What follows belongs to an exercise in optimizing a design on an open flow for small area, a short achievable clock period and few clock cycles; a production flow would make more cautious choices.

==> harbor: inputs <==
// julia_worker
module julia_worker (
	input  logic               tb_clk,
	input  logic               rst,
	input  logic               start,
	input  logic [19:0]        pixel,   
	input  logic [43:0]        c,       
	input  logic               mc_busy,
	output logic               ready,
	output logic               done,
	output logic [63:0]        result   
);
	logic        busy;
	logic        load;
	logic        escaped;
	logic        tree_escaped;
	logic        periodic;
	logic [7:0]  count;
	logic [19:0] pix_q;
	logic [13:0] xr, xi, xr0, xi0;
	logic        ovr, ovi;
	logic [15:0] nre, nim;
	logic [14:0] cre, cim, cre0, cim0;
	logic [27:0] z_seen;
	logic [1:0]  state_esc, state_step;
	logic [7:0]  count_esc, count_step;
	jw_control u_control (
		.rst        (rst),
		.start      (start),
		.mc_busy    (mc_busy),
		.busy       (busy),
		.done       (done),
		.periodic   (periodic),
		.count      (count),
		.ready      (ready),
		.load       (load),
		.state_esc  (state_esc),
		.state_step (state_step)
	);
	iter_counter u_counter (
		.load       (load),
		.busy       (busy),
		.periodic   (periodic),
		.count      (count),
		.count_esc  (count_esc),
  ...
==> module iter_counter, before the edit <==
module iter_counter (
	input  logic             load,
	input  logic             busy,
	input  logic             periodic,
	input  julia_pkg::iter_t count,
	output julia_pkg::iter_t count_esc,
	output julia_pkg::iter_t count_step
);
	always_comb begin
		if (load) begin
			count_esc  = '0;
			count_step = '0;
		end else begin
			count_esc = count;
			if (busy & periodic) begin
				count_step = 8'(MAX_ITER);
			end else if (busy) begin
				count_step = count + 8'd1;
			end else begin
				count_step = count;
			end
		end
	end
endmodule
==> module jw_control, before the edit <==
module jw_control (
	input  logic             rst,
	input  logic             start,
	input  logic             mc_busy,
	input  logic             busy,
	input  logic             done,
	input  logic             periodic,
	input  julia_pkg::iter_t count,
	output logic             ready,
	output logic             load,
	output logic [1:0]       state_esc,    
	output logic [1:0]       state_step    
);
	logic hold;
	logic last;
	assign ready = ~busy & ~(done & mc_busy);
	assign load  = ready & start & ~rst;
	assign hold  = done & mc_busy;
	assign last  = periodic | (count == 8'(MAX_ITER - 1));
	always_comb begin
		if (rst) begin
			state_esc  = 2'b00;
			state_step = 2'b00;
		end else if (load) begin
			state_esc  = 2'b10;
			state_step = 2'b10;
		end else if (busy) begin
			state_esc  = 2'b01;
			state_step = last ? 2'b01 : 2'b10;
		end else begin
			state_esc  = {1'b0, hold};
			state_step = {1'b0, hold};
		end
	end
endmodule
==> module pixel_result, before the edit <==
module pixel_result (
	input  julia_pkg::pixel_t   pix,
	input  julia_pkg::iter_t    count,
	output julia_pkg::result_t  result
);
	logic [19:0] pix_index;
	assign pix_index = {pix.y, 9'd0} + {2'd0, pix.y, 7'd0} + 20'(pix.x);
	always_comb begin
		result.addr = {10'd0, pix_index, 2'd0};
		if (count == 8'(MAX_ITER)) begin
			result.color = COLOR_BLACK;
		end else begin
			result.color = {8'hFF, count, count[4:0], count[7:5], ~count};
		end
	end
endmodule
==> module julia_worker, before the edit <==
module julia_worker (
	input  logic               tb_clk,
	input  logic               rst,
	input  logic               start,
	input  logic [19:0]        pixel,   
	input  logic [43:0]        c,       
	input  logic               mc_busy,
	output logic               ready,
	output logic               done,
	output logic [63:0]        result   
);
	logic        busy;
	logic        load;
	logic        escaped;
	logic        tree_escaped;
	logic        periodic;
	logic [7:0]  count;
	logic [19:0] pix_q;
	logic [13:0] xr, xi, xr0, xi0;
	logic        ovr, ovi;
	logic [15:0] nre, nim;
	logic [14:0] cre, cim, cre0, cim0;
	logic [27:0] z_seen;
	logic [1:0]  state_esc, state_step;
	logic [7:0]  count_esc, count_step;
	jw_control u_control (
		.rst        (rst),
		.start      (start),
		.mc_busy    (mc_busy),
		.busy       (busy),
		.done       (done),
		.periodic   (periodic),
		.count      (count),
		.ready      (ready),
		.load       (load),
		.state_esc  (state_esc),
		.state_step (state_step)
	);
	iter_counter u_counter (
		.load       (load),
		.busy       (busy),
		.periodic   (periodic),
		.count      (count),
		.count_esc  (count_esc),
		.count_step (count_step)
	);
	always_ff @(posedge tb_clk) begin
		if (escaped) begin
			{busy, done} <= state_esc;
			count        <= count_esc;
		end else begin
			{busy, done} <= state_step;
			count        <= count_step;
		end
	end
	jw_start u_start (
		.pixel (pixel),
		.c     (c),
		.xr    (xr0),
		.xi    (xi0),
		.cre   (cre0),
		.cim   (cim0)
	);
	jw_step u_step (
		.xr      (xr),
		.xi      (xi),
		.cre     (cre),
		.cim     (cim),
		.escaped (tree_escaped),
		.nre     (nre),
		.nim     (nim)
	);
	assign escaped = tree_escaped | ovr | ovi;
	always_ff @(posedge tb_clk) begin
		if (count[3:0] == 4'd0) begin
			z_seen <= {xr, xi};
		end
	end
	assign periodic = (count != 8'd0) & ~ovr & ~ovi & ({xr, xi} == z_seen);
	always_ff @(posedge tb_clk) begin
		if (load) begin
			{xr, ovr} <= {xr0, 1'b0};
			{xi, ovi} <= {xi0, 1'b0};
		end else begin
			{xr, ovr} <= {nre[13:0], nre[15:13] != {3{nre[13]}}};
			{xi, ovi} <= {nim[13:0], nim[15:13] != {3{nim[13]}}};
		end
		if (load) begin
			cre   <= cre0;
			cim   <= cim0;
			pix_q <= pixel;
		end
	end
	pixel_result u_result (
		.pix    (pix_q),
		.count  (count),
		.result (result)
	);
endmodule
clock: 14.0 ns
lec_check: 0
cap_margin: 60
core_margin: 2
core_utilization: 40
slew_margin: 60
run.sh (not shown) runs the stock make flow with config.mk's settings and CLKGATE_MAP_FILE= SYNTH_SCRIPT=/design/flow/synth_recipe.tcl, a recipe that flattens the netlist after the stock synthesis.
==> yarrow: changes against harbor <==
--- a/flow/design.v
+++ b/flow/design.v
@@ -30,24 +30,15 @@
 import julia_pkg::*;
 module iter_counter (
+	input  logic             tb_clk,
 	input  logic             load,
-	input  logic             busy,
+	input  logic             run,
 	input  logic             periodic,
-	input  julia_pkg::iter_t count,
-	output julia_pkg::iter_t count_esc,
-	output julia_pkg::iter_t count_step
+	output julia_pkg::iter_t count
 );
-	always_comb begin
+	always_ff @(posedge tb_clk) begin
 		if (load) begin
-			count_esc  = '0;
-			count_step = '0;
-		end else begin
-			count_esc = count;
-			if (busy & periodic) begin
-				count_step = 8'(MAX_ITER);
-			end else if (busy) begin
-				count_step = count + 8'd1;
-			end else begin
-				count_step = count;
-			end
+			count <= '0;
+		end else if (run) begin
+			count <= periodic ? 8'(MAX_ITER) : count + 8'd1;
 		end
 	end
@@ -56,37 +47,18 @@
 import julia_pkg::*;
 module jw_control (
-	input  logic             rst,
-	input  logic             start,
-	input  logic             mc_busy,
-	input  logic             busy,
-	input  logic             done,
-	input  logic             periodic,
-	input  julia_pkg::iter_t count,
-	output logic             ready,
-	output logic             load,
-	output logic [1:0]       state_esc,    
-	output logic [1:0]       state_step    
+	input  logic rst,
+	input  logic start,
+	input  logic mc_busy,
+	input  logic busy,
+	input  logic waiting,
+	input  logic done,
+	input  logic sure_esc,
+	output logic ready,
+	output logic load,
+	output logic res_free
 );
-	logic hold;
-	logic last;
-	assign ready = ~busy & ~(done & mc_busy);
-	assign load  = ready & start & ~rst;
-	assign hold  = done & mc_busy;
-	assign last  = periodic | (count == 8'(MAX_ITER - 1));
-	always_comb begin
-		if (rst) begin
-			state_esc  = 2'b00;
-			state_step = 2'b00;
-		end else if (load) begin
-			state_esc  = 2'b10;
-			state_step = 2'b10;
-		end else if (busy) begin
-			state_esc  = 2'b01;
-			state_step = last ? 2'b01 : 2'b10;
-		end else begin
-			state_esc  = {1'b0, hold};
-			state_step = {1'b0, hold};
-		end
-	end
+	assign ready    = ~busy | (sure_esc & ~waiting & ~done);
+	assign load     = ready & start & ~rst;
+	assign res_free = ~done | ~mc_busy;
 endmodule
 `timescale 1ns/1ps
@@ -861,4 +833,5 @@
 	input  julia_pkg::pixel_t   pix,
 	input  julia_pkg::iter_t    count,
+	input  logic                black,   
 	output julia_pkg::result_t  result
 );
@@ -867,5 +840,5 @@
 	always_comb begin
 		result.addr = {10'd0, pix_index, 2'd0};
-		if (count == 8'(MAX_ITER)) begin
+		if (black) begin
 			result.color = COLOR_BLACK;
 		end else begin
@@ -899,34 +872,67 @@
 	logic [14:0] cre, cim, cre0, cim0;
 	logic [27:0] z_seen;
-	logic [1:0]  state_esc, state_step;
-	logic [7:0]  count_esc, count_step;
+	logic        waiting;     
+	logic        wait_esc;    
+	logic        res_free;
+	logic        sure_esc;
+	logic        at_last;
+	logic        finish;
+	logic        transfer;
+	logic [19:0] res_pix;
+	logic [7:0]  res_count;
+	logic        res_black;
 	jw_control u_control (
-		.rst        (rst),
-		.start      (start),
-		.mc_busy    (mc_busy),
-		.busy       (busy),
-		.done       (done),
-		.periodic   (periodic),
-		.count      (count),
-		.ready      (ready),
-		.load       (load),
-		.state_esc  (state_esc),
-		.state_step (state_step)
+		.rst      (rst),
+		.start    (start),
+		.mc_busy  (mc_busy),
+		.busy     (busy),
+		.waiting  (waiting),
+		.done     (done),
+		.sure_esc (sure_esc),
+		.ready    (ready),
+		.load     (load),
+		.res_free (res_free)
 	);
 	iter_counter u_counter (
-		.load       (load),
-		.busy       (busy),
-		.periodic   (periodic),
-		.count      (count),
-		.count_esc  (count_esc),
-		.count_step (count_step)
+		.tb_clk   (tb_clk),
+		.load     (load),
+		.run      (busy & ~waiting),
+		.periodic (periodic),
+		.count    (count)
+	);
+	jw_sure_escape u_sure (
+		.xr       (xr),
+		.xi       (xi),
+		.ovr      (ovr),
+		.ovi      (ovi),
+		.sure_esc (sure_esc)
 	);
+	assign at_last  = periodic | (count == 8'(MAX_ITER - 1));
+	assign finish   = escaped | at_last;
+	assign transfer = busy & res_free & (waiting | finish);
 	always_ff @(posedge tb_clk) begin
-		if (escaped) begin
-			{busy, done} <= state_esc;
-			count        <= count_esc;
+		if (rst) begin
+			busy    <= 1'b0;
+			waiting <= 1'b0;
+			done    <= 1'b0;
 		end else begin
-			{busy, done} <= state_step;
-			count        <= count_step;
+			busy    <= load | (busy & ~transfer);
+			waiting <= busy & ~load & ~res_free & (waiting | finish);
+			done    <= transfer | (done & mc_busy);
+		end
+		if (~waiting) begin
+			wait_esc <= escaped;
+		end
+	end
+	always_ff @(posedge tb_clk) begin
+		if (res_free) begin
+			res_pix <= pix_q;
+			if (waiting) begin
+				res_count <= wait_esc ? count - 8'd1 : count;
+				res_black <= ~wait_esc;
+			end else begin
+				res_count <= count;
+				res_black <= ~escaped & at_last;
+			end
 		end
 	end
@@ -970,6 +976,7 @@
 	end
 	pixel_result u_result (
-		.pix    (pix_q),
-		.count  (count),
+		.pix    (res_pix),
+		.count  (res_count),
+		.black  (res_black),
 		.result (result)
 	);
@@ -992,2 +999,35 @@
 	assign cim = clamp15(c[21:0]);
 endmodule
+module jw_sure_escape (
+	input  logic [13:0] xr,
+	input  logic [13:0] xi,
+	input  logic        ovr,
+	input  logic        ovi,
+	output logic        sure_esc
+);
+	logic [12:0] mr, mi;
+	logic [4:0]  ar, ai;
+	logic [4:0]  ai_min;
+	assign mr = xr[12:0] ^ {13{xr[13]}};
+	assign mi = xi[12:0] ^ {13{xi[13]}};
+	assign ar = mr[12:8];
+	assign ai = mi[12:8];
+	always_comb begin
+		case (ar)
+			5'd0:         ai_min = 5'd17;
+			5'd1, 5'd2, 5'd3, 5'd4, 5'd5:
+			              ai_min = 5'd16;
+			5'd6, 5'd7:   ai_min = 5'd15;
+			5'd8, 5'd9:   ai_min = 5'd14;
+			5'd10:        ai_min = 5'd13;
+			5'd11:        ai_min = 5'd12;
+			5'd12:        ai_min = 5'd11;
+			5'd13:        ai_min = 5'd10;
+			5'd14:        ai_min = 5'd8;
+			5'd15:        ai_min = 5'd6;
+			5'd16:        ai_min = 5'd1;
+			default:      ai_min = 5'd0;
+		endcase
+	end
+	assign sure_esc = ovr | ovi | (ai >= ai_min);
+endmodule
==> notes.md <==
status no timing/DRC/antenna violations; Post-Syn Area about 18000 sq um; Simple-Gate Fraction of Synth Area 0.1056; DR WL met2 21490 um; HP Start cim[0]; CP dominant cell by count clkdlybuf4s50_1; Worst Path Class, Setup in2out; Seq area share 0.1593
[end of results for harbor]
==> notes.md <==
Ys Warns 5; status no timing/DRC/antenna violations; Initial Util 0.4037; Worst Path Class, Setup reg2out; Simple-Gate Fraction of Synth Area 0.1089; DR WL met2 approximately 24000 um; CP dominant cell by count a21o_1; multi-input combinational area share 0.6210; worst r2r path cells 23; HP Start pix_q[8]; Post-Syn Area approximately 20000 sq um; CTS tree yes; Seq area share 0.1851; Signal buffers 149; number of port buffers 113
[end of results for yarrow]
No functional check of the RTL was part of any run of this note.

-- port drivers added, routing unchanged --
How much do the figures lean on ideal ports? The routed layouts below were timed once more, with nothing changed but the port constraints.
Step 1 (the two cells are an assumption about what drives the block):
set clk [get_ports {tb_clk}]
set_driving_cell -lib_cell sky130_fd_sc_hd__clkbuf_16 $clk
set_driving_cell -lib_cell sky130_fd_sc_hd__buf_2 [delete_from_list [all_inputs] $clk]
Step 2, shift: input delay + t, output delay - t, t = (earliest + latest rising clock arrival at the registers) / 2. This alone moves slack from input paths to output paths.
a / b / c = no drivers / after step 1 / after step 2; a / b = the first two.
| run | shift t [ns] | setup WS [ns] | latest minus earliest clock arrival (ns) | pins driven straight from the clock port |
|---|---|---|---|---|
| harbor | 0.522 | 7.163 / 7.134 / 7.134 | 0.016 / 0.016 | 1 |
| yarrow | 0.518 | 6.845 / 6.786 / 6.941 | 0.015 / 0.014 | 1 |
After both steps every run listed still meets setup and hold. The setup slack of harbor, which loses most, moves by -0.029 ns with the drivers and by -0.029 ns with both steps.
